This is an optimization exercise on Yosys and OpenROAD, whose aim is small area, a short achievable clock period and few clock cycles, not a production implementation.
In this exercise RTL edits were held to simulation tests only and were not proved equivalent to the original.
No activity file was given, so power comes from the tool's default toggle rates.

<file path="flow/constraint.sdc">
create_clock -name core_clock -period 7.5 [get_ports {clk}]
set_input_delay 1.5000 -clock core_clock [delete_from_list [all_inputs] [get_ports {clk}]]
set_output_delay 1.5000 -clock core_clock [all_outputs]
set_load 0.01 [all_outputs]
</file>
<file path="flow/run.sh">
#!/bin/bash
# synth_recipe.tcl (not shown) runs the flow's synth.tcl, then flattens the netlist and writes it again
# the make line also repeats each setting of config.mk as NAME=value (left out here)
make -C /OpenROAD-flow-scripts/flow DESIGN_CONFIG=/design/flow/config.mk WORK_HOME=/design/flow/orfs CLKGATE_MAP_FILE= SYNTH_SCRIPT=/design/flow/synth_recipe.tcl finish
</file>
<file path="flow/design.v">
package cpu_pkg;
  localparam logic [2:0] OP_ARITH  = 3'b000;
  localparam logic [2:0] OP_CMPMUL = 3'b001;
  localparam logic [2:0] OP_LW     = 3'b010;
  localparam logic [2:0] OP_SW     = 3'b011;
  localparam logic [2:0] OP_BEQ    = 3'b100;
  localparam logic [2:0] OP_J      = 3'b101;
endpackage
`timescale 1ns/1ps
module read_arbiter (
  input  logic                       clk,
  input  logic                       rst_n,
  input  logic                       inst_req,
  input  logic [3:0]                 inst_win,
  input  logic                       data_req,
  input  logic [10:0]                data_addr,
  output logic                       grant_inst,
  output logic                       busy,
  output logic [10:4]        burst_seg,   
  output logic                       beat,
  output logic                       beat_inst,
  output logic [6:0]                 beat_idx,    
  output logic [32-1:0] araddr,
  output logic                       arvalid,
  input  logic                       arready,
  input  logic                       rvalid,
  input  logic                       rlast,
  output logic                       rready
);
  logic       busy_q;
  logic       inst_q;
  logic [6:0] ptr_q;    
  logic [6:0] idx_q;
  assign grant_inst = !busy_q && inst_req;
  assign beat       = busy_q && !arvalid && rvalid;
  always_ff @(posedge clk or negedge rst_n) begin
    if (!rst_n) begin
      busy_q  <= 1'b0;
      arvalid <= 1'b0;
      inst_q  <= 1'b0;
      ptr_q   <= '0;
      idx_q   <= '0;
    end else begin
      if (!busy_q && (inst_req || data_req)) begin
        busy_q  <= 1'b1;
        arvalid <= 1'b1;
        inst_q  <= inst_req;
        idx_q   <= '0;
        if (inst_req)                 ptr_q <= {inst_win, 3'b000};
        else if (&data_addr[10:7])    ptr_q <= 7'b1111000;
        else                          ptr_q <= data_addr[10:4];
      end else begin
        if (arvalid && arready) arvalid <= 1'b0;
        if (beat) begin
          idx_q <= idx_q + 7'd1;
          if (rlast) busy_q <= 1'b0;
        end
      end
    end
  end
  assign araddr    = {19'd0, 1'b1, ptr_q, 5'd0};
  assign rready    = 1'b1;
  assign busy      = busy_q;
  assign burst_seg = ptr_q[6:4-4];
  assign beat_inst = beat && inst_q;
  assign beat_idx  = idx_q;
endmodule
`timescale 1ns/1ps
module inst_cache (
  input  logic                   clk,
  input  logic                   rst_n,
  input  logic [12-1:0]  pc,
  output logic [16-1:0] inst,
  output logic                   hit,
  output logic                   present,
  input  logic                   fill_start,
  input  logic                   beat,
  input  logic [16-1:0] bus_data
);
  logic [16-1:0] mem [128];
  logic [3:0]             tag_q;
  logic                   valid_q;
  logic                   full_q;
  logic [6:0]             cnt_q;
  assign present = valid_q && (tag_q == pc[11:8]);
  assign hit     = present && (full_q || (pc[7:1] < cnt_q));
  assign inst    = mem[pc[7:1]];
  always_ff @(posedge clk or negedge rst_n) begin
    if (!rst_n) begin
      tag_q   <= '0;
      valid_q <= 1'b0;
      full_q  <= 1'b0;
      cnt_q   <= '0;
    end else if (fill_start) begin
      tag_q   <= pc[11:8];
      valid_q <= 1'b1;
      full_q  <= 1'b0;
      cnt_q   <= '0;
    end else if (beat) begin
      cnt_q <= cnt_q + 7'd1;
      if (&cnt_q) full_q <= 1'b1;
    end
  end
  always_ff @(posedge clk) begin
    if (beat) mem[cnt_q] <= bus_data;
  end
endmodule
`timescale 1ns/1ps
module data_cache (
  input  logic                       clk,
  input  logic                       rst_n,
  input  logic [10:0]                addr,      
  output logic [16-1:0]     ld_data,
  output logic                       hit,       
  output logic                       st_ok,     
  input  logic                       ld,        
  input  logic                       st,        
  input  logic                       ld_go,     
  input  logic                       st_go,     
  input  logic [16-1:0]     st_data,
  output logic                       bus_req,   
  input  logic                       busy,
  input  logic [10:4]        burst_seg,
  input  logic                       beat,
  input  logic [6:0]                 beat_idx,
  input  logic [16-1:0]     bus_data,
  output logic [32-1:0] awaddr,
  output logic                       awvalid,
  input  logic                       awready,
  output logic [16-1:0]     wdata,
  output logic                       wvalid,
  output logic                       wlast,
  input  logic                       wready,
  input  logic                       bvalid,
  output logic                       bready
);
  localparam int SW  = 4;
  localparam int NS  = 6;
  localparam int TW  = 11 - SW;
  localparam int PW  = 7 - SW;         
  localparam int LW  = 3;
  logic [16-1:0] mem [NS*(2**SW)];
  logic [TW-1:0]          tag_q   [NS];
  logic [PW-1:0]          pos_q   [NS];
  logic [NS-1:0]          alloc_q;
  logic [NS-1:0]          full_q;
  logic [NS-1:0]          fill_q;
  logic [LW-1:0]          order_q [NS];    
  logic [TW-1:0]          seg;
  logic [SW-1:0]          off;
  logic [NS-1:0]          match;
  logic [NS-1:0]          ready;
  logic [NS-1:0]          capk;
  logic [LW-1:0]          hslot;
  logic [LW-1:0]          cslot;
  logic                   present;
  logic                   cap;
  logic                   miss;
  logic [TW-1:0]          rel;
  logic                   catch_up;
  logic                   alloc;
  logic                   touch;
  logic [LW-1:0]          tslot;
  logic [LW-1:0]          victim;
  logic                   wb_empty;
  assign seg = addr[10:SW];
  assign off = addr[SW-1:0];
  always_comb begin
    hslot = '0;
    cslot = '0;
    for (int k = 0; k < NS; k++) begin
      match[k] = alloc_q[k] && (tag_q[k] == seg);
      ready[k] = full_q[k] || (fill_q[k] && ({pos_q[k], off} < beat_idx));
      capk[k]  = fill_q[k] && (pos_q[k] == beat_idx[6:SW]);
      if (match[k]) hslot = LW'(k);
      if (capk[k])  cslot = LW'(k);
    end
  end
  assign present = |match;
  assign hit     = |(match & ready);
  logic [16-1:0] rd_data;
  logic                   sp_hit;
  always_comb begin
    rd_data = '0;
    for (int k = 0; k < NS; k++) begin
      if (match[k]) rd_data = rd_data | mem[{LW'(k), off}];
    end
  end
  assign sp_hit  = sp_q && match[sp_slot_q] && (off == sp_off_q);
  assign ld_data = sp_hit ? sp_data_q : rd_data;
  assign cap     = beat && |capk;
  assign victim  = order_q[NS-1];
  assign miss     = ld && !present && wb_empty;
  assign rel      = seg - burst_seg;
  assign catch_up = busy && (rel < TW'(2**PW)) &&
                    ((rel[PW-1:0] > beat_idx[6:SW]) ||
                     (rel[PW-1:0] == beat_idx[6:SW] && beat_idx[SW-1:0] == '0 && !beat));
  assign alloc    = miss && catch_up;
  assign bus_req  = miss && !busy;
  assign touch = alloc || ((ld || st) && present);
  assign tslot = alloc ? victim : hslot;
  logic [NS-1:0] at;
  logic [NS-1:0] seen;
  logic [LW-1:0] order_d [NS];
  always_comb begin
    for (int j = 0; j < NS; j++) begin
      at[j] = alloc ? (j == NS-1) : match[order_q[j]];
    end
    for (int k = 0; k < NS; k++) begin
      seen[k] = |(at & NS'((2 << k) - 1));
    end
    order_d[0] = tslot;
    for (int k = 1; k < NS; k++) begin
      order_d[k] = seen[k-1] ? order_q[k] : order_q[k-1];
    end
  end
  always_ff @(posedge clk or negedge rst_n) begin
    if (!rst_n) begin
      for (int k = 0; k < NS; k++) order_q[k] <= LW'(k);
    end else if (touch) begin
      for (int k = 0; k < NS; k++) order_q[k] <= order_d[k];
    end
  end
  always_ff @(posedge clk or negedge rst_n) begin
    if (!rst_n) begin
      alloc_q <= '0;
      full_q  <= '0;
      fill_q  <= '0;
      for (int k = 0; k < NS; k++) begin
        tag_q[k] <= '0;
        pos_q[k] <= '0;
      end
    end else begin
      if (cap && &beat_idx[SW-1:0]) begin
        fill_q[cslot] <= 1'b0;
        full_q[cslot] <= 1'b1;
      end
      if (alloc) begin
        tag_q[victim]   <= seg;
        pos_q[victim]   <= rel[PW-1:0];
        alloc_q[victim] <= 1'b1;
        full_q[victim]  <= 1'b0;
        fill_q[victim]  <= 1'b1;
      end
    end
  end
  logic                   sp_q;
  logic [LW-1:0]          sp_slot_q;
  logic [SW-1:0]          sp_off_q;
  logic [16-1:0] sp_data_q;
  always_ff @(posedge clk or negedge rst_n) begin
    if (!rst_n) sp_q <= 1'b0;
    else        sp_q <= st_go && present;
  end
  always_ff @(posedge clk) begin
    sp_slot_q <= hslot;
    sp_off_q  <= off;
    sp_data_q <= st_data;
  end
  logic [16-1:0] slot_wd [NS];
  always_comb begin
    for (int k = 0; k < NS; k++) begin
      slot_wd[k] = (fill_q[k] && |capk) ? bus_data : sp_data_q;
    end
  end
  always_ff @(posedge clk) begin
    for (int k = 0; k < NS; k++) begin
      for (int j = 0; j < 2**SW; j++) begin
        if ((cap && cslot == LW'(k) && beat_idx[SW-1:0] == SW'(j)) ||
            (sp_q && sp_slot_q == LW'(k) && sp_off_q == SW'(j))) begin
          mem[k*(2**SW)+j] <= slot_wd[k];
        end
      end
    end
  end
  logic        aw_q;
  logic        w_q;
  logic        wb_free;
  logic [10:0] wa_q;
  logic [15:0] wd_q;
  assign wb_free  = (!aw_q || awready) && (!w_q || wready);
  assign wb_empty = !aw_q && !w_q;
  assign st_ok    = wb_free && (!present || |(match & full_q));
  always_ff @(posedge clk or negedge rst_n) begin
    if (!rst_n) begin
      aw_q <= 1'b0;
      w_q  <= 1'b0;
    end else if (st_go) begin
      aw_q <= 1'b1;
      w_q  <= 1'b1;
    end else begin
      if (awready) aw_q <= 1'b0;
      if (wready)  w_q  <= 1'b0;
    end
  end
  always_ff @(posedge clk) begin
    if (st && wb_free) begin
      wa_q <= addr;
      wd_q <= st_data;
    end
  end
  assign awaddr  = {19'd0, 1'b1, wa_q, 1'b0};
  assign awvalid = aw_q;
  assign wdata   = wd_q;
  assign wvalid  = w_q;
  assign wlast   = 1'b1;
  assign bready  = 1'b1;
endmodule
`timescale 1ns/1ps
module cpu_core (
  input  logic                   clk,
  input  logic                   rst_n,
  output logic [12-1:0]  fetch_pc,
  input  logic [16-1:0] fetch_inst,
  input  logic                   fetch_hit,
  output logic                   inst_miss_pc_valid,
  output logic [12-1:0]  inst_miss_pc,
  output logic [10:0]            dmem_addr,
  input  logic [16-1:0] dmem_rdata,
  input  logic                   dmem_hit,
  input  logic                   dmem_st_ok,
  output logic                   dmem_ld,
  output logic                   dmem_st,
  output logic                   dmem_ld_go,
  output logic                   dmem_st_go,
  output logic [16-1:0] dmem_wdata,
  output logic                   io_stall
);
  logic [12-1:0]  fa_q;
  logic [12-1:0]  brt_q;
  logic [16-1:0] ir_q;
  logic                   irv_q;
  logic                   stall_q;
  logic [16-1:0] regs [16];
  logic [16-1:0] a_q;
  logic [16-1:0] b_q;
  logic [2:0]             op;
  logic [3:0]             rs;
  logic [3:0]             rt;
  logic [3:0]             rd;
  logic                   fn;
  logic [16-1:0] a;
  logic [16-1:0] b;
  logic [16-1:0] sum;
  logic [16-1:0] alu;
  logic [16-1:0] diff;
  logic [16-1:0] prod;
  logic                   lt;
  logic                   is_alu;
  logic                   is_ld;
  logic                   is_st;
  logic                   retire;
  logic                   redirect;
  logic                   upd;
  logic [12-1:0]  f_brt;
  logic [12-1:0]  f_next;
  logic [16-1:0] finst;
  logic                   fhit;
  logic [3:0]             f_rs;
  logic [3:0]             f_rt;
  logic                   hazard;
  logic                   fvalid;
  logic                   wen;
  logic [3:0]             widx;
  logic [16-1:0] wval;
  logic                   fwd_a;
  logic                   fwd_b;
  assign op    = ir_q[15:13];
  assign rs    = ir_q[12:9];
  assign rt    = ir_q[8:5];
  assign rd    = ir_q[4:1];
  assign fn    = ir_q[0];
  assign a     = a_q;
  assign b     = b_q;
  logic [5:0] lo_a;
  logic [5:0] a_inc;
  logic [5:0] a_dec;
  assign lo_a  = {1'b0, a[4:0]} + {1'b0, ir_q[4:0]};
  assign a_inc = a[10:5] + 6'd1;
  assign a_dec = a[10:5] - 6'd1;
  assign sum[4:0]   = lo_a[4:0];
  assign sum[10:5]  = (ir_q[4] == lo_a[5]) ? a[10:5] : lo_a[5] ? a_inc : a_dec;
  assign sum[15:11] = '0;
  assign is_alu = (op == cpu_pkg::OP_ARITH) || (op == cpu_pkg::OP_CMPMUL);
  assign is_ld  = irv_q && (op == cpu_pkg::OP_LW);
  assign is_st  = irv_q && (op == cpu_pkg::OP_SW);
  cpu_mul16 u_mul (
    .a (a),
    .b (b),
    .p (prod)
  );
  assign diff = a - b;
  assign lt   = (a[15] != b[15]) ? a[15] : diff[15];
  logic                   is_mul;
  logic [16-1:0] alu_lo;
  logic [16-1:0] wval_lo;
  assign is_mul = op[0] && fn;
  always_comb begin
    case ({op[0], fn})
      2'b00:   alu_lo = a + b;
      2'b01:   alu_lo = diff;
      default: alu_lo = {15'd0, lt};
    endcase
  end
  assign alu = is_mul ? prod : alu_lo;
  assign retire = irv_q && (is_ld ? dmem_hit : is_st ? dmem_st_ok : 1'b1);
  assign redirect = irv_q && (op == cpu_pkg::OP_BEQ) && (rs != rt) && (a == b);
  assign fetch_pc = fa_q;
  assign finst    = fetch_inst;
  assign fhit     = fetch_hit;
  assign f_rs     = finst[12:9];
  assign f_rt     = finst[8:5];
  logic [12-1:0] fa_p2;
  logic [5:0]            up_inc;
  logic [5:0]            up_dec;
  logic [6:0]            lo_sum;
  assign fa_p2  = fa_q + 12'd2;
  assign up_inc = fa_p2[11:6] + 6'd1;
  assign up_dec = fa_p2[11:6] - 6'd1;
  assign lo_sum = {1'b0, fa_p2[5:0]} + {1'b0, finst[4:0], 1'b0};
  assign f_brt[5:0]  = lo_sum[5:0];
  assign f_brt[11:6] = (finst[4] == lo_sum[6]) ? fa_p2[11:6] :
                       lo_sum[6] ? up_inc : up_dec;
  always_comb begin
    if (finst[15:13] == cpu_pkg::OP_J)                        f_next = finst[11:0];
    else if (finst[15:13] == cpu_pkg::OP_BEQ && f_rs == f_rt) f_next = f_brt;
    else                                                      f_next = fa_p2;
  end
  assign wen  = retire && (is_alu || op == cpu_pkg::OP_LW);
  assign widx = is_alu ? rd : rt;
  assign wval_lo = is_alu ? alu_lo : dmem_rdata;
  assign wval    = (is_alu && is_mul) ? prod : wval_lo;
  always_ff @(posedge clk or negedge rst_n) begin
    if (!rst_n) begin
      for (int i = 0; i < 16; i++) regs[i] <= '0;
    end else if (wen) begin
      regs[widx] <= wval;
    end
  end
  assign hazard = (op == cpu_pkg::OP_LW) && (f_rs == rt || f_rt == rt);
  assign upd    = retire || !irv_q;
  assign fvalid = fhit && !(retire && hazard) && !redirect;
  assign fwd_a  = retire && is_alu && (rd == f_rs);
  assign fwd_b  = retire && is_alu && (rd == f_rt);
  always_ff @(posedge clk or negedge rst_n) begin
    if (!rst_n) begin
      fa_q    <= '0;
      irv_q   <= 1'b0;
      stall_q <= 1'b1;
    end else begin
      stall_q <= !retire;
      if (upd) begin
        irv_q <= fvalid;
        if (redirect)    fa_q <= brt_q;
        else if (fvalid) fa_q <= f_next;
      end
    end
  end
  always_ff @(posedge clk) begin
    if (upd) begin
      ir_q  <= finst;
      brt_q <= f_brt;
      a_q   <= fwd_a ? alu : regs[f_rs];
      b_q   <= fwd_b ? alu : regs[f_rt];
    end
  end
  assign inst_miss_pc_valid = !irv_q;
  assign inst_miss_pc       = fa_q;
  assign dmem_addr          = sum[10:0];
  assign dmem_ld            = is_ld;
  assign dmem_st            = is_st;
  assign dmem_ld_go         = retire && (op == cpu_pkg::OP_LW);
  assign dmem_st_go         = retire && (op == cpu_pkg::OP_SW);
  assign dmem_wdata         = b;
  assign io_stall = stall_q;
endmodule
module cpu_mul16 (
  input  logic [15:0] a,
  input  logic [15:0] b,
  output logic [15:0] p
);
  logic one_0, two_0, neg_0, pp_0_0, pp_0_1, pp_0_2, pp_0_3, pp_0_4, pp_0_5, pp_0_6, pp_0_7, pp_0_8, pp_0_9, pp_0_10, pp_0_11, pp_0_12, pp_0_13, pp_0_14, pp_0_15, one_1, two_1, neg_1, pp_1_0, pp_1_1, pp_1_2, pp_1_3, pp_1_4, pp_1_5, pp_1_6, pp_1_7, pp_1_8, pp_1_9, pp_1_10, pp_1_11, pp_1_12, pp_1_13, one_2, two_2, neg_2, pp_2_0, pp_2_1, pp_2_2, pp_2_3, pp_2_4, pp_2_5, pp_2_6, pp_2_7, pp_2_8, pp_2_9, pp_2_10, pp_2_11, one_3, two_3, neg_3, pp_3_0, pp_3_1, pp_3_2, pp_3_3, pp_3_4, pp_3_5, pp_3_6, pp_3_7, pp_3_8, pp_3_9, one_4, two_4, neg_4, pp_4_0, pp_4_1, pp_4_2, pp_4_3, pp_4_4, pp_4_5, pp_4_6, pp_4_7, one_5, two_5, neg_5, pp_5_0, pp_5_1, pp_5_2, pp_5_3, pp_5_4, pp_5_5, one_6, two_6, neg_6, pp_6_0, pp_6_1, pp_6_2, pp_6_3, one_7, two_7, neg_7, pp_7_0, pp_7_1, s0, c0, s1, c1, s2, c2, s3, c3, s4, c4, s5, c5, s6, c6, s7, c7, s8, c8, s9, c9, s10, c10, s11, c11, s12, c12, s13, c13, s14, c14, s15, c15, s16, c16, s17, c17, s18, c18, s19, c19, s20, c20, s21, c21, s22, c22, s23, c23, s24, c24, s25, c25, s26, c26, s27, c27, s28, c28, s29, c29, s30, c30, s31, c31, s32, c32, s33, c33, s34, c34, s35, c35, s36, c36, s37, c37, s38, c38, s39, c39, s40, c40, s41, c41, s42, c42, s43, c43, s44, c44, s45, c45, s46, c46, s47, c47, s48, c48, s49, c49, s50, c50, s51, c51, s52, c52, s53, c53, s54, c54, s55, c55;
  assign one_0 = b[0] ^ 1'b0;
  assign two_0 = (b[1] & ~b[0] & ~1'b0) | (~b[1] & b[0] & 1'b0);
  assign neg_0 = b[1];
  assign pp_0_0 = ((one_0 & a[0]) | (two_0 & 1'b0)) ^ neg_0;
  assign pp_0_1 = ((one_0 & a[1]) | (two_0 & a[0])) ^ neg_0;
  assign pp_0_2 = ((one_0 & a[2]) | (two_0 & a[1])) ^ neg_0;
  assign pp_0_3 = ((one_0 & a[3]) | (two_0 & a[2])) ^ neg_0;
  assign pp_0_4 = ((one_0 & a[4]) | (two_0 & a[3])) ^ neg_0;
  assign pp_0_5 = ((one_0 & a[5]) | (two_0 & a[4])) ^ neg_0;
  assign pp_0_6 = ((one_0 & a[6]) | (two_0 & a[5])) ^ neg_0;
  assign pp_0_7 = ((one_0 & a[7]) | (two_0 & a[6])) ^ neg_0;
  assign pp_0_8 = ((one_0 & a[8]) | (two_0 & a[7])) ^ neg_0;
  assign pp_0_9 = ((one_0 & a[9]) | (two_0 & a[8])) ^ neg_0;
  assign pp_0_10 = ((one_0 & a[10]) | (two_0 & a[9])) ^ neg_0;
  assign pp_0_11 = ((one_0 & a[11]) | (two_0 & a[10])) ^ neg_0;
  assign pp_0_12 = ((one_0 & a[12]) | (two_0 & a[11])) ^ neg_0;
  assign pp_0_13 = ((one_0 & a[13]) | (two_0 & a[12])) ^ neg_0;
  assign pp_0_14 = ((one_0 & a[14]) | (two_0 & a[13])) ^ neg_0;
  assign pp_0_15 = ((one_0 & a[15]) | (two_0 & a[14])) ^ neg_0;
  assign one_1 = b[2] ^ b[1];
  assign two_1 = (b[3] & ~b[2] & ~b[1]) | (~b[3] & b[2] & b[1]);
  assign neg_1 = b[3];
  assign pp_1_0 = ((one_1 & a[0]) | (two_1 & 1'b0)) ^ neg_1;
  assign pp_1_1 = ((one_1 & a[1]) | (two_1 & a[0])) ^ neg_1;
  assign pp_1_2 = ((one_1 & a[2]) | (two_1 & a[1])) ^ neg_1;
  assign pp_1_3 = ((one_1 & a[3]) | (two_1 & a[2])) ^ neg_1;
  assign pp_1_4 = ((one_1 & a[4]) | (two_1 & a[3])) ^ neg_1;
  assign pp_1_5 = ((one_1 & a[5]) | (two_1 & a[4])) ^ neg_1;
  assign pp_1_6 = ((one_1 & a[6]) | (two_1 & a[5])) ^ neg_1;
  assign pp_1_7 = ((one_1 & a[7]) | (two_1 & a[6])) ^ neg_1;
  assign pp_1_8 = ((one_1 & a[8]) | (two_1 & a[7])) ^ neg_1;
  assign pp_1_9 = ((one_1 & a[9]) | (two_1 & a[8])) ^ neg_1;
  assign pp_1_10 = ((one_1 & a[10]) | (two_1 & a[9])) ^ neg_1;
  assign pp_1_11 = ((one_1 & a[11]) | (two_1 & a[10])) ^ neg_1;
  assign pp_1_12 = ((one_1 & a[12]) | (two_1 & a[11])) ^ neg_1;
  assign pp_1_13 = ((one_1 & a[13]) | (two_1 & a[12])) ^ neg_1;
  assign one_2 = b[4] ^ b[3];
  assign two_2 = (b[5] & ~b[4] & ~b[3]) | (~b[5] & b[4] & b[3]);
  assign neg_2 = b[5];
  assign pp_2_0 = ((one_2 & a[0]) | (two_2 & 1'b0)) ^ neg_2;
  assign pp_2_1 = ((one_2 & a[1]) | (two_2 & a[0])) ^ neg_2;
  assign pp_2_2 = ((one_2 & a[2]) | (two_2 & a[1])) ^ neg_2;
  assign pp_2_3 = ((one_2 & a[3]) | (two_2 & a[2])) ^ neg_2;
  assign pp_2_4 = ((one_2 & a[4]) | (two_2 & a[3])) ^ neg_2;
  assign pp_2_5 = ((one_2 & a[5]) | (two_2 & a[4])) ^ neg_2;
  assign pp_2_6 = ((one_2 & a[6]) | (two_2 & a[5])) ^ neg_2;
  assign pp_2_7 = ((one_2 & a[7]) | (two_2 & a[6])) ^ neg_2;
  assign pp_2_8 = ((one_2 & a[8]) | (two_2 & a[7])) ^ neg_2;
  assign pp_2_9 = ((one_2 & a[9]) | (two_2 & a[8])) ^ neg_2;
  assign pp_2_10 = ((one_2 & a[10]) | (two_2 & a[9])) ^ neg_2;
  assign pp_2_11 = ((one_2 & a[11]) | (two_2 & a[10])) ^ neg_2;
  assign one_3 = b[6] ^ b[5];
  assign two_3 = (b[7] & ~b[6] & ~b[5]) | (~b[7] & b[6] & b[5]);
  assign neg_3 = b[7];
  assign pp_3_0 = ((one_3 & a[0]) | (two_3 & 1'b0)) ^ neg_3;
  assign pp_3_1 = ((one_3 & a[1]) | (two_3 & a[0])) ^ neg_3;
  assign pp_3_2 = ((one_3 & a[2]) | (two_3 & a[1])) ^ neg_3;
  assign pp_3_3 = ((one_3 & a[3]) | (two_3 & a[2])) ^ neg_3;
  assign pp_3_4 = ((one_3 & a[4]) | (two_3 & a[3])) ^ neg_3;
  assign pp_3_5 = ((one_3 & a[5]) | (two_3 & a[4])) ^ neg_3;
  assign pp_3_6 = ((one_3 & a[6]) | (two_3 & a[5])) ^ neg_3;
  assign pp_3_7 = ((one_3 & a[7]) | (two_3 & a[6])) ^ neg_3;
  assign pp_3_8 = ((one_3 & a[8]) | (two_3 & a[7])) ^ neg_3;
  assign pp_3_9 = ((one_3 & a[9]) | (two_3 & a[8])) ^ neg_3;
  assign one_4 = b[8] ^ b[7];
  assign two_4 = (b[9] & ~b[8] & ~b[7]) | (~b[9] & b[8] & b[7]);
  assign neg_4 = b[9];
  assign pp_4_0 = ((one_4 & a[0]) | (two_4 & 1'b0)) ^ neg_4;
  assign pp_4_1 = ((one_4 & a[1]) | (two_4 & a[0])) ^ neg_4;
  assign pp_4_2 = ((one_4 & a[2]) | (two_4 & a[1])) ^ neg_4;
  assign pp_4_3 = ((one_4 & a[3]) | (two_4 & a[2])) ^ neg_4;
  assign pp_4_4 = ((one_4 & a[4]) | (two_4 & a[3])) ^ neg_4;
  assign pp_4_5 = ((one_4 & a[5]) | (two_4 & a[4])) ^ neg_4;
  assign pp_4_6 = ((one_4 & a[6]) | (two_4 & a[5])) ^ neg_4;
  assign pp_4_7 = ((one_4 & a[7]) | (two_4 & a[6])) ^ neg_4;
  assign one_5 = b[10] ^ b[9];
  assign two_5 = (b[11] & ~b[10] & ~b[9]) | (~b[11] & b[10] & b[9]);
  assign neg_5 = b[11];
  assign pp_5_0 = ((one_5 & a[0]) | (two_5 & 1'b0)) ^ neg_5;
  assign pp_5_1 = ((one_5 & a[1]) | (two_5 & a[0])) ^ neg_5;
  assign pp_5_2 = ((one_5 & a[2]) | (two_5 & a[1])) ^ neg_5;
  assign pp_5_3 = ((one_5 & a[3]) | (two_5 & a[2])) ^ neg_5;
  assign pp_5_4 = ((one_5 & a[4]) | (two_5 & a[3])) ^ neg_5;
  assign pp_5_5 = ((one_5 & a[5]) | (two_5 & a[4])) ^ neg_5;
  assign one_6 = b[12] ^ b[11];
  assign two_6 = (b[13] & ~b[12] & ~b[11]) | (~b[13] & b[12] & b[11]);
  assign neg_6 = b[13];
  assign pp_6_0 = ((one_6 & a[0]) | (two_6 & 1'b0)) ^ neg_6;
  assign pp_6_1 = ((one_6 & a[1]) | (two_6 & a[0])) ^ neg_6;
  assign pp_6_2 = ((one_6 & a[2]) | (two_6 & a[1])) ^ neg_6;
  assign pp_6_3 = ((one_6 & a[3]) | (two_6 & a[2])) ^ neg_6;
  assign one_7 = b[14] ^ b[13];
  assign two_7 = (b[15] & ~b[14] & ~b[13]) | (~b[15] & b[14] & b[13]);
  assign neg_7 = b[15];
  assign pp_7_0 = ((one_7 & a[0]) | (two_7 & 1'b0)) ^ neg_7;
  assign pp_7_1 = ((one_7 & a[1]) | (two_7 & a[0])) ^ neg_7;
  assign s0 = pp_0_10 ^ pp_1_8;
  assign c0 = pp_0_10 & pp_1_8;
  assign s1 = pp_0_11 ^ pp_1_9;
  assign c1 = pp_0_11 & pp_1_9;
  assign s2 = pp_0_12 ^ pp_1_10 ^ pp_2_8;
  assign c2 = (pp_0_12 & pp_1_10) | (pp_0_12 & pp_2_8) | (pp_1_10 & pp_2_8);
  assign s3 = pp_3_6 ^ pp_4_4;
  assign c3 = pp_3_6 & pp_4_4;
  assign s4 = pp_0_13 ^ pp_1_11 ^ pp_2_9;
  assign c4 = (pp_0_13 & pp_1_11) | (pp_0_13 & pp_2_9) | (pp_1_11 & pp_2_9);
  assign s5 = pp_3_7 ^ pp_4_5;
  assign c5 = pp_3_7 & pp_4_5;
  assign s6 = pp_0_14 ^ pp_1_12 ^ pp_2_10;
  assign c6 = (pp_0_14 & pp_1_12) | (pp_0_14 & pp_2_10) | (pp_1_12 & pp_2_10);
  assign s7 = pp_3_8 ^ pp_4_6 ^ pp_5_4;
  assign c7 = (pp_3_8 & pp_4_6) | (pp_3_8 & pp_5_4) | (pp_4_6 & pp_5_4);
  assign s8 = pp_6_2 ^ pp_7_0;
  assign c8 = pp_6_2 & pp_7_0;
  assign s9 = pp_0_15 ^ pp_1_13 ^ pp_2_11;
  assign c9 = (pp_0_15 & pp_1_13) | (pp_0_15 & pp_2_11) | (pp_1_13 & pp_2_11);
  assign s10 = pp_3_9 ^ pp_4_7 ^ pp_5_5;
  assign c10 = (pp_3_9 & pp_4_7) | (pp_3_9 & pp_5_5) | (pp_4_7 & pp_5_5);
  assign s11 = pp_6_3 ^ pp_7_1;
  assign c11 = pp_6_3 & pp_7_1;
  assign s12 = pp_0_6 ^ pp_1_4;
  assign c12 = pp_0_6 & pp_1_4;
  assign s13 = pp_0_7 ^ pp_1_5;
  assign c13 = pp_0_7 & pp_1_5;
  assign s14 = pp_0_8 ^ pp_1_6 ^ pp_2_4;
  assign c14 = (pp_0_8 & pp_1_6) | (pp_0_8 & pp_2_4) | (pp_1_6 & pp_2_4);
  assign s15 = pp_3_2 ^ pp_4_0;
  assign c15 = pp_3_2 & pp_4_0;
  assign s16 = pp_0_9 ^ pp_1_7 ^ pp_2_5;
  assign c16 = (pp_0_9 & pp_1_7) | (pp_0_9 & pp_2_5) | (pp_1_7 & pp_2_5);
  assign s17 = pp_3_3 ^ pp_4_1;
  assign c17 = pp_3_3 & pp_4_1;
  assign s18 = pp_2_6 ^ pp_3_4 ^ pp_4_2;
  assign c18 = (pp_2_6 & pp_3_4) | (pp_2_6 & pp_4_2) | (pp_3_4 & pp_4_2);
  assign s19 = pp_5_0 ^ neg_5 ^ s0;
  assign c19 = (pp_5_0 & neg_5) | (pp_5_0 & s0) | (neg_5 & s0);
  assign s20 = pp_2_7 ^ pp_3_5 ^ pp_4_3;
  assign c20 = (pp_2_7 & pp_3_5) | (pp_2_7 & pp_4_3) | (pp_3_5 & pp_4_3);
  assign s21 = pp_5_1 ^ s1 ^ c0;
  assign c21 = (pp_5_1 & s1) | (pp_5_1 & c0) | (s1 & c0);
  assign s22 = pp_5_2 ^ pp_6_0 ^ neg_6;
  assign c22 = (pp_5_2 & pp_6_0) | (pp_5_2 & neg_6) | (pp_6_0 & neg_6);
  assign s23 = s2 ^ s3 ^ c1;
  assign c23 = (s2 & s3) | (s2 & c1) | (s3 & c1);
  assign s24 = pp_5_3 ^ pp_6_1 ^ s4;
  assign c24 = (pp_5_3 & pp_6_1) | (pp_5_3 & s4) | (pp_6_1 & s4);
  assign s25 = s5 ^ c2 ^ c3;
  assign c25 = (s5 & c2) | (s5 & c3) | (c2 & c3);
  assign s26 = neg_7 ^ s6 ^ s7;
  assign c26 = (neg_7 & s6) | (neg_7 & s7) | (s6 & s7);
  assign s27 = s8 ^ c4 ^ c5;
  assign c27 = (s8 & c4) | (s8 & c5) | (c4 & c5);
  assign s28 = s9 ^ s10 ^ s11;
  assign c28 = (s9 & s10) | (s9 & s11) | (s10 & s11);
  assign s29 = c6 ^ c7 ^ c8;
  assign c29 = (c6 & c7) | (c6 & c8) | (c7 & c8);
  assign s30 = pp_0_4 ^ pp_1_2;
  assign c30 = pp_0_4 & pp_1_2;
  assign s31 = pp_0_5 ^ pp_1_3;
  assign c31 = pp_0_5 & pp_1_3;
  assign s32 = pp_2_2 ^ pp_3_0 ^ neg_3;
  assign c32 = (pp_2_2 & pp_3_0) | (pp_2_2 & neg_3) | (pp_3_0 & neg_3);
  assign s33 = pp_2_3 ^ pp_3_1 ^ s13;
  assign c33 = (pp_2_3 & pp_3_1) | (pp_2_3 & s13) | (pp_3_1 & s13);
  assign s34 = neg_4 ^ s14 ^ s15;
  assign c34 = (neg_4 & s14) | (neg_4 & s15) | (s14 & s15);
  assign s35 = s16 ^ s17 ^ c14;
  assign c35 = (s16 & s17) | (s16 & c14) | (s17 & c14);
  assign s36 = s18 ^ s19 ^ c16;
  assign c36 = (s18 & s19) | (s18 & c16) | (s19 & c16);
  assign s37 = s20 ^ s21 ^ c18;
  assign c37 = (s20 & s21) | (s20 & c18) | (s21 & c18);
  assign s38 = s22 ^ s23 ^ c20;
  assign c38 = (s22 & s23) | (s22 & c20) | (s23 & c20);
  assign s39 = s24 ^ s25 ^ c22;
  assign c39 = (s24 & s25) | (s24 & c22) | (s25 & c22);
  assign s40 = s26 ^ s27 ^ c24;
  assign c40 = (s26 & s27) | (s26 & c24) | (s27 & c24);
  assign s41 = s28 ^ s29 ^ c26;
  assign c41 = (s28 & s29) | (s28 & c26) | (s29 & c26);
  assign s42 = pp_0_2 ^ pp_1_0;
  assign c42 = pp_0_2 & pp_1_0;
  assign s43 = pp_0_3 ^ pp_1_1;
  assign c43 = pp_0_3 & pp_1_1;
  assign s44 = pp_2_0 ^ neg_2 ^ s30;
  assign c44 = (pp_2_0 & neg_2) | (pp_2_0 & s30) | (neg_2 & s30);
  assign s45 = pp_2_1 ^ s31 ^ c30;
  assign c45 = (pp_2_1 & s31) | (pp_2_1 & c30) | (s31 & c30);
  assign s46 = s12 ^ s32 ^ c31;
  assign c46 = (s12 & s32) | (s12 & c31) | (s32 & c31);
  assign s47 = c12 ^ s33 ^ c32;
  assign c47 = (c12 & s33) | (c12 & c32) | (s33 & c32);
  assign s48 = c13 ^ s34 ^ c33;
  assign c48 = (c13 & s34) | (c13 & c33) | (s34 & c33);
  assign s49 = c15 ^ s35 ^ c34;
  assign c49 = (c15 & s35) | (c15 & c34) | (s35 & c34);
  assign s50 = c17 ^ s36 ^ c35;
  assign c50 = (c17 & s36) | (c17 & c35) | (s36 & c35);
  assign s51 = c19 ^ s37 ^ c36;
  assign c51 = (c19 & s37) | (c19 & c36) | (s37 & c36);
  assign s52 = c21 ^ s38 ^ c37;
  assign c52 = (c21 & s38) | (c21 & c37) | (s38 & c37);
  assign s53 = c23 ^ s39 ^ c38;
  assign c53 = (c23 & s39) | (c23 & c38) | (s39 & c38);
  assign s54 = c25 ^ s40 ^ c39;
  assign c54 = (c25 & s40) | (c25 & c39) | (s40 & c39);
  assign s55 = c27 ^ s41 ^ c40;
  assign c55 = (c27 & s41) | (c27 & c40) | (s41 & c40);
  logic [15:0] mx, my, g0, p0;
  assign mx = {s55, s54, s53, s52, s51, s50, s49, s48, s47, s46, s45, s44, s43, neg_1, pp_0_1, pp_0_0};
  assign my = {c54, c53, c52, c51, c50, c49, c48, c47, c46, c45, c44, c43, c42, s42, 1'b0, neg_0};
  assign g0 = mx & my;
  assign p0 = mx ^ my;
  logic [15:0] g1, p1;
  assign g1[0] = g0[0];
  assign p1[0] = p0[0];
  assign g1[1] = g0[1] | (p0[1] & g0[0]);
  assign p1[1] = p0[1] & p0[0];
  assign g1[2] = g0[2] | (p0[2] & g0[1]);
  assign p1[2] = p0[2] & p0[1];
  assign g1[3] = g0[3] | (p0[3] & g0[2]);
  assign p1[3] = p0[3] & p0[2];
  assign g1[4] = g0[4] | (p0[4] & g0[3]);
  assign p1[4] = p0[4] & p0[3];
  assign g1[5] = g0[5] | (p0[5] & g0[4]);
  assign p1[5] = p0[5] & p0[4];
  assign g1[6] = g0[6] | (p0[6] & g0[5]);
  assign p1[6] = p0[6] & p0[5];
  assign g1[7] = g0[7] | (p0[7] & g0[6]);
  assign p1[7] = p0[7] & p0[6];
  assign g1[8] = g0[8] | (p0[8] & g0[7]);
  assign p1[8] = p0[8] & p0[7];
  assign g1[9] = g0[9] | (p0[9] & g0[8]);
  assign p1[9] = p0[9] & p0[8];
  assign g1[10] = g0[10] | (p0[10] & g0[9]);
  assign p1[10] = p0[10] & p0[9];
  assign g1[11] = g0[11] | (p0[11] & g0[10]);
  assign p1[11] = p0[11] & p0[10];
  assign g1[12] = g0[12] | (p0[12] & g0[11]);
  assign p1[12] = p0[12] & p0[11];
  assign g1[13] = g0[13] | (p0[13] & g0[12]);
  assign p1[13] = p0[13] & p0[12];
  assign g1[14] = g0[14] | (p0[14] & g0[13]);
  assign p1[14] = p0[14] & p0[13];
  assign g1[15] = g0[15] | (p0[15] & g0[14]);
  assign p1[15] = p0[15] & p0[14];
  logic [15:0] g2, p2;
  assign g2[0] = g1[0];
  assign p2[0] = p1[0];
  assign g2[1] = g1[1];
  assign p2[1] = p1[1];
  assign g2[2] = g1[2] | (p1[2] & g1[0]);
  assign p2[2] = p1[2] & p1[0];
  assign g2[3] = g1[3] | (p1[3] & g1[1]);
  assign p2[3] = p1[3] & p1[1];
  assign g2[4] = g1[4] | (p1[4] & g1[2]);
  assign p2[4] = p1[4] & p1[2];
  assign g2[5] = g1[5] | (p1[5] & g1[3]);
  assign p2[5] = p1[5] & p1[3];
  assign g2[6] = g1[6] | (p1[6] & g1[4]);
  assign p2[6] = p1[6] & p1[4];
  assign g2[7] = g1[7] | (p1[7] & g1[5]);
  assign p2[7] = p1[7] & p1[5];
  assign g2[8] = g1[8] | (p1[8] & g1[6]);
  assign p2[8] = p1[8] & p1[6];
  assign g2[9] = g1[9] | (p1[9] & g1[7]);
  assign p2[9] = p1[9] & p1[7];
  assign g2[10] = g1[10] | (p1[10] & g1[8]);
  assign p2[10] = p1[10] & p1[8];
  assign g2[11] = g1[11] | (p1[11] & g1[9]);
  assign p2[11] = p1[11] & p1[9];
  assign g2[12] = g1[12] | (p1[12] & g1[10]);
  assign p2[12] = p1[12] & p1[10];
  assign g2[13] = g1[13] | (p1[13] & g1[11]);
  assign p2[13] = p1[13] & p1[11];
  assign g2[14] = g1[14] | (p1[14] & g1[12]);
  assign p2[14] = p1[14] & p1[12];
  assign g2[15] = g1[15] | (p1[15] & g1[13]);
  assign p2[15] = p1[15] & p1[13];
  logic [15:0] g3, p3;
  assign g3[0] = g2[0];
  assign p3[0] = p2[0];
  assign g3[1] = g2[1];
  assign p3[1] = p2[1];
  assign g3[2] = g2[2];
  assign p3[2] = p2[2];
  assign g3[3] = g2[3];
  assign p3[3] = p2[3];
  assign g3[4] = g2[4] | (p2[4] & g2[0]);
  assign p3[4] = p2[4] & p2[0];
  assign g3[5] = g2[5] | (p2[5] & g2[1]);
  assign p3[5] = p2[5] & p2[1];
  assign g3[6] = g2[6] | (p2[6] & g2[2]);
  assign p3[6] = p2[6] & p2[2];
  assign g3[7] = g2[7] | (p2[7] & g2[3]);
  assign p3[7] = p2[7] & p2[3];
  assign g3[8] = g2[8] | (p2[8] & g2[4]);
  assign p3[8] = p2[8] & p2[4];
  assign g3[9] = g2[9] | (p2[9] & g2[5]);
  assign p3[9] = p2[9] & p2[5];
  assign g3[10] = g2[10] | (p2[10] & g2[6]);
  assign p3[10] = p2[10] & p2[6];
  assign g3[11] = g2[11] | (p2[11] & g2[7]);
  assign p3[11] = p2[11] & p2[7];
  assign g3[12] = g2[12] | (p2[12] & g2[8]);
  assign p3[12] = p2[12] & p2[8];
  assign g3[13] = g2[13] | (p2[13] & g2[9]);
  assign p3[13] = p2[13] & p2[9];
  assign g3[14] = g2[14] | (p2[14] & g2[10]);
  assign p3[14] = p2[14] & p2[10];
  assign g3[15] = g2[15] | (p2[15] & g2[11]);
  assign p3[15] = p2[15] & p2[11];
  logic [15:0] g4, p4;
  assign g4[0] = g3[0];
  assign p4[0] = p3[0];
  assign g4[1] = g3[1];
  assign p4[1] = p3[1];
  assign g4[2] = g3[2];
  assign p4[2] = p3[2];
  assign g4[3] = g3[3];
  assign p4[3] = p3[3];
  assign g4[4] = g3[4];
  assign p4[4] = p3[4];
  assign g4[5] = g3[5];
  assign p4[5] = p3[5];
  assign g4[6] = g3[6];
  assign p4[6] = p3[6];
  assign g4[7] = g3[7];
  assign p4[7] = p3[7];
  assign g4[8] = g3[8] | (p3[8] & g3[0]);
  assign p4[8] = p3[8] & p3[0];
  assign g4[9] = g3[9] | (p3[9] & g3[1]);
  assign p4[9] = p3[9] & p3[1];
  assign g4[10] = g3[10] | (p3[10] & g3[2]);
  assign p4[10] = p3[10] & p3[2];
  assign g4[11] = g3[11] | (p3[11] & g3[3]);
  assign p4[11] = p3[11] & p3[3];
  assign g4[12] = g3[12] | (p3[12] & g3[4]);
  assign p4[12] = p3[12] & p3[4];
  assign g4[13] = g3[13] | (p3[13] & g3[5]);
  assign p4[13] = p3[13] & p3[5];
  assign g4[14] = g3[14] | (p3[14] & g3[6]);
  assign p4[14] = p3[14] & p3[6];
  assign g4[15] = g3[15] | (p3[15] & g3[7]);
  assign p4[15] = p3[15] & p3[7];
  assign p = p0 ^ {g4[14:0], 1'b0};
endmodule
`timescale 1ns/1ps
module cpu_top (
  input  logic                       clk,
  input  logic                       rst_n,
  output logic [32-1:0] araddr,
  output logic                       arvalid,
  input  logic                       arready,
  input  logic [16-1:0]     rdata,
  input  logic                       rvalid,
  input  logic                       rlast,
  output logic                       rready,
  output logic [32-1:0] awaddr,
  output logic                       awvalid,
  input  logic                       awready,
  output logic [16-1:0]     wdata,
  output logic                       wvalid,
  output logic                       wlast,
  input  logic                       wready,
  input  logic                       bvalid,
  output logic                       bready,
  output logic                       io_stall
);
  logic [12-1:0]  fetch_pc;
  logic [16-1:0] fetch_inst;
  logic                   fetch_hit;
  logic                   imiss_valid;
  logic [12-1:0]  imiss_pc;
  logic                   ipresent;
  logic [10:0]            dmem_addr;
  logic [16-1:0] dmem_rdata;
  logic                   dmem_hit;
  logic                   dmem_st_ok;
  logic                   dmem_ld;
  logic                   dmem_st;
  logic                   dmem_ld_go;
  logic                   dmem_st_go;
  logic [16-1:0] dmem_wdata;
  logic                   inst_req;
  logic                   data_req;
  logic                   grant_inst;
  logic                   busy;
  logic [10:4]    burst_seg;
  logic                   beat;
  logic                   beat_inst;
  logic [6:0]             beat_idx;
  cpu_core u_core (
    .clk                (clk),
    .rst_n              (rst_n),
    .fetch_pc           (fetch_pc),
    .fetch_inst         (fetch_inst),
    .fetch_hit          (fetch_hit),
    .inst_miss_pc_valid (imiss_valid),
    .inst_miss_pc       (imiss_pc),
    .dmem_addr          (dmem_addr),
    .dmem_rdata         (dmem_rdata),
    .dmem_hit           (dmem_hit),
    .dmem_st_ok         (dmem_st_ok),
    .dmem_ld            (dmem_ld),
    .dmem_st            (dmem_st),
    .dmem_ld_go         (dmem_ld_go),
    .dmem_st_go         (dmem_st_go),
    .dmem_wdata         (dmem_wdata),
    .io_stall           (io_stall)
  );
  inst_cache u_icache (
    .clk        (clk),
    .rst_n      (rst_n),
    .pc         (fetch_pc),
    .inst       (fetch_inst),
    .hit        (fetch_hit),
    .present    (ipresent),
    .fill_start (grant_inst),
    .beat       (beat_inst),
    .bus_data   (rdata)
  );
  data_cache u_dcache (
    .clk        (clk),
    .rst_n      (rst_n),
    .addr       (dmem_addr),
    .ld_data    (dmem_rdata),
    .hit        (dmem_hit),
    .st_ok      (dmem_st_ok),
    .ld         (dmem_ld),
    .st         (dmem_st),
    .ld_go      (dmem_ld_go),
    .st_go      (dmem_st_go),
    .st_data    (dmem_wdata),
    .bus_req    (data_req),
    .busy       (busy),
    .burst_seg  (burst_seg),
    .beat       (beat),
    .beat_idx   (beat_idx),
    .bus_data   (rdata),
    .awaddr     (awaddr),
    .awvalid    (awvalid),
    .awready    (awready),
    .wdata      (wdata),
    .wvalid     (wvalid),
    .wlast      (wlast),
    .wready     (wready),
    .bvalid     (bvalid),
    .bready     (bready)
  );
  assign inst_req = imiss_valid && !ipresent;
  read_arbiter u_rd_arb (
    .clk        (clk),
    .rst_n      (rst_n),
    .inst_req   (inst_req),
    .inst_win   (imiss_pc[11:8]),
    .data_req   (data_req),
    .data_addr  (dmem_addr),
    .grant_inst (grant_inst),
    .busy       (busy),
    .burst_seg  (burst_seg),
    .beat       (beat),
    .beat_inst  (beat_inst),
    .beat_idx   (beat_idx),
    .araddr     (araddr),
    .arvalid    (arvalid),
    .arready    (arready),
    .rvalid     (rvalid),
    .rlast      (rlast),
    .rready     (rready)
  );
endmodule
</file>
<file path="flow/config.mk">
export PLATFORM = sky130hd
export DESIGN_NAME = cpu_top
export DESIGN_NICKNAME = cpu_top
export VERILOG_FILES = /design/flow/design.v
export SDC_FILE = /design/flow/constraint.sdc
export NUM_CORES = 4
export LEC_CHECK = 0
export ABC_CLOCK_PERIOD_IN_PS = 5000
export CAP_MARGIN = 20
export CORE_MARGIN = 2
export CORE_UTILIZATION = 55
export PLACE_DENSITY = 0.65
export SETUP_SLACK_MARGIN = 1.5
export SLEW_MARGIN = 20
export TNS_END_PERCENT = 10
</file>
==> flow_summary.yaml, run 1 <==
pwr:
  static-leakage-power_nw: 65.9
  max-vdd-ir-drop_v: 0.000458
  report.power.total_mw: 79.0
  pwr-share-clk_pct: 26.4
  power.density_cell_area_mw_per_mm2: 402
  power_switching_share_pct: 38.6
  share_seq_of_total_power_pct: 33.8
  combinational_group_share_of_total_power_pct: 39.8
  cellInternalPower_mw: 48.5
  total_switching_power_mw: 30.5
timing:
  max_freq_ghz: 0.161
  setup_total_neg_slack_ns: 0
  worst_hold_slack_ns: 0.462
  finalWorstPathRequiredPeriod_ns: 6.22
  final_hold_viol_count: 0
  layout_worst_path_cycle_share_pct: 82.9
  relSlewSlack_pct: 13.3
  unrepaired_setup_endpoints_after_global_routing: "yes"
  fin_skew_ns: 0.0917
  max_slew.worst_pin.slew_ns: 1.29
  setup_viol: 0
  drv_slew: 0
drt:
  drt-pass1-iter-count: 10
  route.detailed.vias_per_inst: 6.99
  antenna_violating_nets_post_route: 0
  detail_route.drc_violations: 0
  dr.first_iter.drc_count: 18700
  dr_vias: 110000
  wirelength_mm: 585
  route.detailed.wl_per_inst_um: 37.1
synthesis:
  synth_top_cell_by_area: "edfxtp_1"
  synthDistinctLibCells: 118
  synth_top_area_share_pct: 64.6
  synth.top_cells.by_area: "edfxtp_1 (65%), mux4_2 (7.1%), dfrtp_1 (5.7%)"
  synth-main-ff-cell: "edfxtp_1"
  synth_seq_area_share_pct: 70.7
  synth.cell_area_mm2: 0.171
  postSynthAreaPerCell_um2: 16.0
  synth_async_reset_ratio_pct: 9.73
  postSynthRegisterBits: 4091
  synth-edff-count: 3670
  syn_inst: 10700
  synth_warnings: 11
setup_path:
  r2r_setup_slack_ns: 1.28
  slowest_cell_delay_on_critical_path_ns: 0.68
  crit_arrival_ns: 6.88
  cp_cell_sequence: "buf_12 > buf_12 > buf_16 > buf_4 > mux4_2 > mux2i_1 > o211ai_1 > nor2_2 > a22oi_1 > buf_4 > nor2_1 > and3_1 > buf_4 > a221oi_1 > nand3_1 > o22ai_2 > o21ai_0"
  path_max_fanout: 14
  path_common_cell: "buf_4"
  critical_path.slowest_cell: "and3_1"
  criticalPathCategory: "flip-flop to flip-flop"
  worst_r2r_path_depth: 17
  timing.critical_path.from_type: "flip-flop"
  crit_required_ns: 8.16
  end_kind: "flip-flop"
final_layout:
  most_used_cells_in_the_layout_excluding_fill_and_tap_cells: "edfxtp_1 (3670), nand2_1 (750), buf_4 (702)"
  nNetsFinal: 11400
  drive_above_1_share_pct: 21.8
  layout_commonest_cell: "edfxtp_1"
  fillCellCount: 21900
  synthToLayoutAreaGrowth_pct: 15.1
grt:
  grt_pass1_vias: 105000
  grt_pass1_wl_mm: 808
  grt_antenna_before_repair: 46
  grt_start_max_net_pins: 148
  grt_overflow: 0
  grt_util_all_layers_pct: 36.5
worst_hold_path:
  hold_depth: 2
  hp-class: "flip-flop to flip-flop"
die:
  floorplan.initialDensity_pct: 55.2
  fp.dieW_um: 561
  io_pins: 111
  chipHeight_um: 561
  row_count: 204
  die-area_mm2: 0.315
  coreArea_mm2: 0.309
clock_tree:
  ctsRootBufferMaster: "clkbuf_16"
  post_cts_hold_buffer_count: 0
  clk_latency_ns: 1.01
  clkSinkCount: 4091
  cts_made_buffers: 413
  clk_path_buf_depth: 4
  clk_transition_reported_paths_ns: 0.06
  htreeDepth: 5
  tritoncts: "done"
run:
  cap_violations: 0
place:
  post-dp-hpwl_mm: 360
  final_replace_weighted_congestion: 1.00
  place.port_buffers: 60
outcome:
  run_status: "finished clean"
==> cells by family after synthesis <==
logic type                 count (synthesis)  share of synthesized area (%)
AOI/OAI and AO/OA                       2389                           9.56
xor gates and xnor gates                 190                           1.08
adders and majority gates                184                           1.50
buffers and inverters                    893                           2.28
DFF                                     4091                           70.7
muxes                                    957                           9.69
other                                      2                        0.00440
and+or+nand+nor                         1950                           5.17
==> metal layers <==
metal / global-route usage (%) / share of wire (%) / up-vias / wire length, µm
met5: 0 / 0.033 / - / 196
met4: 20.5 / 6.7 / 30 / 39200
met3: 8.85 / 13 / 1790 / 73300
met2: 55.5 / 45 / 8398 / 264000
met1: 48.7 / 36 / 56200 / 209000
li1: - / - / 43800 / -
==> state kept, by name, summed over array words and instances (netlist names), 18 cells and up <==
register,cells
u_dcache.tag_q,42
u_dcache.mem,1536
u_dcache.order_q,18
u_core.regs,256
u_icache.mem,2048
u_dcache.pos_q,18
==> final cells by class <==
| cell class | instances | area [µm²] | share of cell area [%] |
|---|---|---|---|
| diodes | 57 | 143 | 0.0726 |
| clock inverters | 267 | 2890 | 1.47 |
| multi-input cells | 5724 | 48300 | 24.6 |
| clock buffers | 502 | 10800 | 5.49 |
| flip-flops and latches | 4091 | 121000 | 61.4 |
| repair buffers | 859 | 7900 | 4.02 |
| well taps | 4120 | 5150 | 2.63 |
| inverters | 150 | 588 | 0.299 |
==> cell usage after synthesis, drive strengths merged, types with 34 or more instances <==
cell type	instances
ha	129
mux4	538
nor2	554
buf	254
a2111oi	34
inv	145
fa	40
o22ai	208
o211ai	69
a21oi	422
a222oi	78
a21o	36
a22o	81
mux2	177
and3	52
a22oi	375
nor3	78
edfxtp	3670
a221oi	168
mux2i	242
nand4	80
nand2	758
o21ai	484
nand3	177
dfrtp	390
nand2b	40
xor2	48
a211oi	64
clkbuf	489
xnor2	129
a31oi	120
o221ai	35
==> worst max-delay path, delay by kind of cell, from the launching register on <==
kind	cells	cell delay [ns]
AOI/OAI and AO/OA	5	1.32
buffers and inverters	6	1.44
DFF	1	0.54
muxes	2	1.09
and+or+nand+nor	4	1.41
==> what timing repair did <==
action | in CTS | in global routing
endpoints found under the setup margin | 466 | 444
setup buffers | 59 | 30
pin swaps | 18 | 31
cloned | 4 | 10
gates resized for setup | 105 | 84
==> power groups by stage <==
| stage | clock, mW | combinational (mW) | sequential [mW] |
|---|---|---|---|
| after floorplan | 0 | 16.6 | 26.7 |
| after global placement | 0 | 28.6 | 27.2 |
| after detailed placement | 0 | 28.9 | 27.3 |
| after CTS | 20.9 | 29.9 | 26.6 |
| after global routing | 21.8 | 32.2 | 26.7 |
| final | 20.8 | 31.4 | 26.7 |
==> worst paths after layout <==
check                                          from                    to
worst max-delay path                 u_core.fa_q[1]         u_core.a_q[4]
worst min register to register  u_dcache.alloc_q[3]   u_dcache.alloc_q[3]
min in group asynchronous                     rst_n  u_dcache.pos_q[1][1]
worst max register to register       u_core.fa_q[1]         u_core.a_q[4]
worst min-delay path            u_dcache.alloc_q[3]   u_dcache.alloc_q[3]
max in group asynchronous                     rst_n    u_core.regs[13][6]
==> metrics by stage <==
stage | cells | setup slack [ns] | cell area, µm² | util (%)
2_1_floorplan | 10700 | 1.51 | 171000 | -
3_3_place_gp | 14800 | 0.495 | 180000 | 58.4
3_5_place_dp | 14800 | 0.369 | 180000 | 58.4
4_1_cts | 15700 | 1.38 | 195000 | 63.2
5_1_grt | 15700 | 1.31 | 196000 | 63.5
6_report | 15800 | 1.28 | 196000 | 63.6
Testbench counts, summed over its fixed seeds: cycles 42,182.
==> run 2: changes to the inputs <==
--- a/flow/design.v
+++ b/flow/design.v
@@ -327,6 +327,9 @@
   output logic                   io_stall
 );
   logic [12-1:0]  fa_q;
+  logic [16-1:0] irf_q;
+  logic                   irfv_q;
+  logic [12-1:0]  brtf_q;
   logic [12-1:0]  brt_q;
   logic [16-1:0] ir_q;
   logic                   irv_q;
@@ -334,6 +337,7 @@
   logic [16-1:0] regs [16];
   logic [16-1:0] a_q;
   logic [16-1:0] b_q;
+  logic [10:0]            addr_q;
   logic [2:0]             op;
   logic [3:0]             rs;
   logic [3:0]             rt;
@@ -341,7 +345,6 @@
   logic                   fn;
   logic [16-1:0] a;
   logic [16-1:0] b;
-  logic [16-1:0] sum;
   logic [16-1:0] alu;
   logic [16-1:0] diff;
   logic [16-1:0] prod;
@@ -351,15 +354,18 @@
   logic                   is_st;
   logic                   retire;
   logic                   redirect;
-  logic                   upd;
+  logic                   e_free;
+  logic                   d_adv;
+  logic                   f_adv;
   logic [12-1:0]  f_brt;
   logic [12-1:0]  f_next;
   logic [16-1:0] finst;
   logic                   fhit;
-  logic [3:0]             f_rs;
-  logic [3:0]             f_rt;
+  logic [3:0]             d_rs;
+  logic [3:0]             d_rt;
+  logic [10:0]            d_addr;
+  logic [16-1:0] d_a;
   logic                   hazard;
-  logic                   fvalid;
   logic                   wen;
   logic [3:0]             widx;
   logic [16-1:0] wval;
@@ -372,15 +378,6 @@
   assign fn    = ir_q[0];
   assign a     = a_q;
   assign b     = b_q;
-  logic [5:0] lo_a;
-  logic [5:0] a_inc;
-  logic [5:0] a_dec;
-  assign lo_a  = {1'b0, a[4:0]} + {1'b0, ir_q[4:0]};
-  assign a_inc = a[10:5] + 6'd1;
-  assign a_dec = a[10:5] - 6'd1;
-  assign sum[4:0]   = lo_a[4:0];
-  assign sum[10:5]  = (ir_q[4] == lo_a[5]) ? a[10:5] : lo_a[5] ? a_inc : a_dec;
-  assign sum[15:11] = '0;
   assign is_alu = (op == cpu_pkg::OP_ARITH) || (op == cpu_pkg::OP_CMPMUL);
   assign is_ld  = irv_q && (op == cpu_pkg::OP_LW);
   assign is_st  = irv_q && (op == cpu_pkg::OP_SW);
@@ -408,8 +405,6 @@
   assign fetch_pc = fa_q;
   assign finst    = fetch_inst;
   assign fhit     = fetch_hit;
-  assign f_rs     = finst[12:9];
-  assign f_rt     = finst[8:5];
   logic [12-1:0] fa_p2;
   logic [5:0]            up_inc;
   logic [5:0]            up_dec;
@@ -422,51 +417,90 @@
   assign f_brt[11:6] = (finst[4] == lo_sum[6]) ? fa_p2[11:6] :
                        lo_sum[6] ? up_inc : up_dec;
   always_comb begin
-    if (finst[15:13] == cpu_pkg::OP_J)                        f_next = finst[11:0];
-    else if (finst[15:13] == cpu_pkg::OP_BEQ && f_rs == f_rt) f_next = f_brt;
-    else                                                      f_next = fa_p2;
+    if (finst[15:13] == cpu_pkg::OP_J)                                  f_next = finst[11:0];
+    else if (finst[15:13] == cpu_pkg::OP_BEQ && finst[12:9] == finst[8:5]) f_next = f_brt;
+    else                                                                f_next = fa_p2;
   end
+  logic                   wbv_q;
+  logic [3:0]             wbi_q;
+  logic [16-1:0] wbd_q;
   assign wen  = retire && (is_alu || op == cpu_pkg::OP_LW);
   assign widx = is_alu ? rd : rt;
   assign wval_lo = is_alu ? alu_lo : dmem_rdata;
   assign wval    = (is_alu && is_mul) ? prod : wval_lo;
   always_ff @(posedge clk or negedge rst_n) begin
+    if (!rst_n) wbv_q <= 1'b0;
+    else        wbv_q <= wen;
+  end
+  always_ff @(posedge clk) begin
+    wbi_q <= widx;
+    wbd_q <= wval;
+  end
+  always_ff @(posedge clk or negedge rst_n) begin
     if (!rst_n) begin
       for (int i = 0; i < 16; i++) regs[i] <= '0;
-    end else if (wen) begin
-      regs[widx] <= wval;
+    end else if (wbv_q) begin
+      regs[wbi_q] <= wbd_q;
     end
   end
-  assign hazard = (op == cpu_pkg::OP_LW) && (f_rs == rt || f_rt == rt);
-  assign upd    = retire || !irv_q;
-  assign fvalid = fhit && !(retire && hazard) && !redirect;
-  assign fwd_a  = retire && is_alu && (rd == f_rs);
-  assign fwd_b  = retire && is_alu && (rd == f_rt);
+  assign d_rs = irf_q[12:9];
+  assign d_rt = irf_q[8:5];
+  assign hazard = irv_q &&
+                  (((op == cpu_pkg::OP_LW) && (d_rs == rt || d_rt == rt)) ||
+                   (is_alu && is_mul && (d_rs == rd || d_rt == rd)) ||
+                   (is_alu && rd == d_rs && irf_q[15:14] == 2'b01));
+  logic [5:0] lo_a;
+  logic [5:0] a_inc;
+  logic [5:0] a_dec;
+  logic [16-1:0] d_b;
+  assign d_a   = (wbv_q && wbi_q == d_rs) ? wbd_q : regs[d_rs];
+  assign d_b   = (wbv_q && wbi_q == d_rt) ? wbd_q : regs[d_rt];
+  assign lo_a  = {1'b0, d_a[4:0]} + {1'b0, irf_q[4:0]};
+  assign a_inc = d_a[10:5] + 6'd1;
+  assign a_dec = d_a[10:5] - 6'd1;
+  assign d_addr[4:0]  = lo_a[4:0];
+  assign d_addr[10:5] = (irf_q[4] == lo_a[5]) ? d_a[10:5] : lo_a[5] ? a_inc : a_dec;
+  assign fwd_a  = retire && is_alu && (rd == d_rs);
+  assign fwd_b  = retire && is_alu && (rd == d_rt);
+  logic [16-1:0] fwd_v;
+  assign fwd_v = alu_lo;
+  assign e_free = !irv_q || retire;
+  assign d_adv  = irfv_q && e_free && !hazard && !redirect;
+  assign f_adv  = !irfv_q || d_adv;
   always_ff @(posedge clk or negedge rst_n) begin
     if (!rst_n) begin
       fa_q    <= '0;
+      irfv_q  <= 1'b0;
       irv_q   <= 1'b0;
       stall_q <= 1'b1;
     end else begin
       stall_q <= !retire;
-      if (upd) begin
-        irv_q <= fvalid;
-        if (redirect)    fa_q <= brt_q;
-        else if (fvalid) fa_q <= f_next;
+      if (e_free) irv_q <= d_adv;
+      if (redirect) begin
+        irfv_q <= 1'b0;
+        fa_q   <= brt_q;
+      end else if (f_adv) begin
+        irfv_q <= fhit;
+        if (fhit) fa_q <= f_next;
       end
     end
   end
   always_ff @(posedge clk) begin
-    if (upd) begin
-      ir_q  <= finst;
-      brt_q <= f_brt;
-      a_q   <= fwd_a ? alu : regs[f_rs];
-      b_q   <= fwd_b ? alu : regs[f_rt];
+    if (f_adv) begin
+      irf_q  <= finst;
+      brtf_q <= f_brt;
+    end
+    if (e_free) begin
+      ir_q   <= irf_q;
+      brt_q  <= brtf_q;
+      a_q    <= fwd_a ? fwd_v : d_a;
+      b_q    <= fwd_b ? fwd_v : d_b;
+      addr_q <= d_addr;
     end
   end
-  assign inst_miss_pc_valid = !irv_q;
+  assign inst_miss_pc_valid = !irv_q && !irfv_q;
   assign inst_miss_pc       = fa_q;
-  assign dmem_addr          = sum[10:0];
+  assign dmem_addr          = addr_q;
   assign dmem_ld            = is_ld;
   assign dmem_st            = is_st;
   assign dmem_ld_go         = retire && (op == cpu_pkg::OP_LW);
--- a/flow/config.mk
+++ b/flow/config.mk
@@ -5,11 +5,11 @@
 export SDC_FILE = /design/flow/constraint.sdc
 export NUM_CORES = 4
 export LEC_CHECK = 0
-export ABC_CLOCK_PERIOD_IN_PS = 5000
 export CAP_MARGIN = 20
 export CORE_MARGIN = 2
 export CORE_UTILIZATION = 55
 export PLACE_DENSITY = 0.65
 export SETUP_SLACK_MARGIN = 1.5
 export SLEW_MARGIN = 20
+export SYNTH_HIERARCHICAL = 1
 export TNS_END_PERCENT = 10
==> flow_summary.yaml, run 2 <==
place:
  final_replace_weighted_congestion: 0.940
  post-dp-hpwl_mm: 298
  place.port_buffers: 60
  detailedPlace.worstSlack_ns: 1.20
clock_tree:
  clk_latency_ns: 1.00
  clk_transition_reported_paths_ns: 0.06
  clk_path_buf_depth: 4
  ctsRootBufferMaster: "clkbuf_16"
  htreeDepth: 5
  cts_made_buffers: 416
  post_cts_hold_buffer_count: 0
  clkSinkCount: 4151
  tritoncts: "done"
synthesis:
  postSynthAreaPerCell_um2: 16.8
  synth_warnings: 17
  syn_inst: 10100
  synth.cell_area_mm2: 0.170
timing:
  relSlewSlack_pct: 18.1
  finalWorstPathRequiredPeriod_ns: 5.90
  final_hold_viol_count: 0
  worst_setup_margin_ns: 1.60
  max_freq_ghz: 0.170
  drv_slew: 0
  fin_skew_ns: 0.0762
  setup_viol: 0
  layout_worst_path_cycle_share_pct: 78.6
  setup_total_neg_slack_ns: 0
  max_slew.worst_pin.slew_ns: 1.23
  unrepaired_setup_endpoints_after_global_routing: "yes"
pwr:
  max-vdd-ir-drop_v: 0.000296
  report.power.total_mw: 68.7
  power.density_cell_area_mw_per_mm2: 359
  static-leakage-power_nw: 63.9
setup_path:
  path_common_cell: "buf_4"
  slowest_cell_delay_on_critical_path_ns: 0.97
  critical_path.slowest_cell: "nand4_1"
  rr_startpoint: "u_core.addr_q[9]"
  crit_required_ns: 8.35
  timing.critical_path.from_type: "flip-flop"
  end_kind: "flip-flop"
  cp_cell_sequence: "buf_4 > xnor2_1 > nand4_1 > nor2_4 > a22oi_1 > nand2_1 > a221oi_1 > nand4_1 > mux2i_1 > nand2_4 > and3_1 > nand3_1 > nand2_1 > buf_4 > a21oi_2 > buf_4 > a41oi_1 > o21ai_0"
  critPathTopFamily: "simple AND/OR/NAND/NOR gates"
  criticalPathCategory: "flip-flop to flip-flop"
  crit_arrival_ns: 6.75
  critical_path.startpoint: "u_core.addr_q[9]"
  worst_path_buffer_plus_inverter_count: 3
  path_max_fanout: 29
die:
  floorplan.initialDensity_pct: 55.4
  die-area_mm2: 0.313
  io_pins: 111
  chipHeight_um: 559
  row_count: 203
  fp.dieW_um: 559
  coreArea_mm2: 0.306
grt:
  grt_pass1_vias: 98300
  grt_start_max_net_pins: 181
  grt_overflow: 0
  grt_util_all_layers_pct: 31.9
  grt_pass1_wl_mm: 719
  grt_antenna_before_repair: 32
drt:
  dr.first_iter.drc_count: 16100
  route.detailed.wl_per_inst_um: 34.3
  route.detailed.vias_per_inst: 6.83
  wirelength_mm: 510
  met1Wirelength_mm: 194
  highest_layer: "met5"
  met2RoutedLength_mm: 236
  antenna_violating_nets_post_route: 0
  drt-pass1-iter-count: 7
  dr_vias: 102000
  detail_route.drc_violations: 0
  detailroute.wirelength.met3_mm: 55.0
final_layout:
  synthToLayoutAreaGrowth_pct: 12.7
  ff_latch_area_mm2: 0.122
  biggestRegsByFlops: "u_icache.mem (2048), u_dcache.mem (1536), u_core.regs (256)"
  fillCellCount: 21800
  multi_input_logic_area_mm2: 0.0450
  nNetsFinal: 10600
  drive_above_1_share_pct: 20.1
  regMostFlops: "u_icache.mem"
  largest_register_ff_count: 2048
  most_used_cells_in_the_layout_excluding_fill_and_tap_cells: "edfxtp_1 (3708), a22oi_1 (768), buf_4 (431)"
  layout_commonest_cell: "edfxtp_1"
worst_hold_path:
  beginning_of_the_worst_hold_path: "u_core.brtf_q[10]"
  hp-class: "flip-flop to flip-flop"
outcome:
  run_status: "finished clean"
run:
  cap_violations: 0
-- run 2: path summary, 6_finish.rpt --
path                       cells after the start                 end  slack (ns)
hold reg to reg                                0    u_core.brt_q[10]        0.42
min in group asynchronous                      1        u_dcache.w_q        0.51
hold / removal                                 0    u_core.brt_q[10]        0.42
setup / recovery                              18      u_core.fa_q[1]        1.60
setup reg to reg                              18      u_core.fa_q[1]        1.60
max in group asynchronous                      2  u_core.regs[14][1]        5.28
-- run 2: cell type report --
type	instances	share of cell area, %
Antenna cell	31	0.0406
Clock buffer	524	5.82
Clock inverter	235	1.26
Inverter	131	0.257
Multi-Input combinational cell	5160	23.5
Sequential cell	4151	63.9
Tap cell	4100	2.68
Timing Repair Buffer	536	2.47
-- run 2: per-stage QoR --
stage / hold WS [ns] / instances / area, µm² / util (%)
3_3_place_gp: 0.402 / 14000 / 177000 / 57.8
6_report: 0.420 / 14900 / 191000 / 62.4
4_1_cts: 0.417 / 14800 / 191000 / 62.2
5_1_grt: 0.428 / 14800 / 191000 / 62.4
3_5_place_dp: 0.406 / 14000 / 177000 / 57.8
2_1_floorplan: 0.400 / 10100 / 170000 / -
-- run 2: where the power goes --
part	internal (mW)	switching (mW)	total [mW]
Sequential	26.5	1.40	27.9
Clock	11.9	8.78	20.7
Combinational	7.31	12.8	20.1
Total	45.7	23.0	68.7
-- run 2: layer usage --
layer  GRT usage [%]  up-vias
met5               0        -
met1            44.5    52400
met3            6.36     1155
met2            49.1     6456
li1                -    41500
met4            14.3       14
-- run 2: what timing repair did --
action / 4_1_cts / 5_1_grt
pin swaps: 0 / 1
gates cloned: 0 / 3
resized for setup: 5 / 14
endpoints found under the hold margin: 0 / 0
endpoints found under the setup margin: 14 / 9
setup buffers: 2 / 34
Testbench counts of run 2, summed over its fixed seeds: cycles 42,656.

separate check: timing with driven ports:
No port has a modelled driver above. Below, the same layouts with a new extraction and two added sets of constraints.
Step 1, drivers: a clkbuf_16 drives clk and a buf_2 each remaining input, both assumed.
Step 2 adds t to the input delays and takes it off the output delays; t is the mean of the earliest and latest rising clock arrival at the registers after step 1. Input paths then give back, and output paths get back, about the clock's delay inside the block.
Three values: ideal, step 1, step 2; two values: the first two.
run | t, ns | setup slack, ns | hold slack, ns | worst setup path after step 2 | worst register clock-pin slew, ns
run 1 | 1.073 | 1.280 / 1.280 / 1.280 | 0.462 / 0.462 / 0.462 | register to register | 0.08 / 0.08
run 2 | 1.060 | 1.604 / 1.604 / 1.599 | 0.420 / 0.420 / 0.420 | input to register | 0.07 / 0.07
After both steps setup and hold are still met in every run listed. For run 2, which loses most, drivers alone change the setup slack by 0.000 ns; drivers and shift together by -0.005 ns.
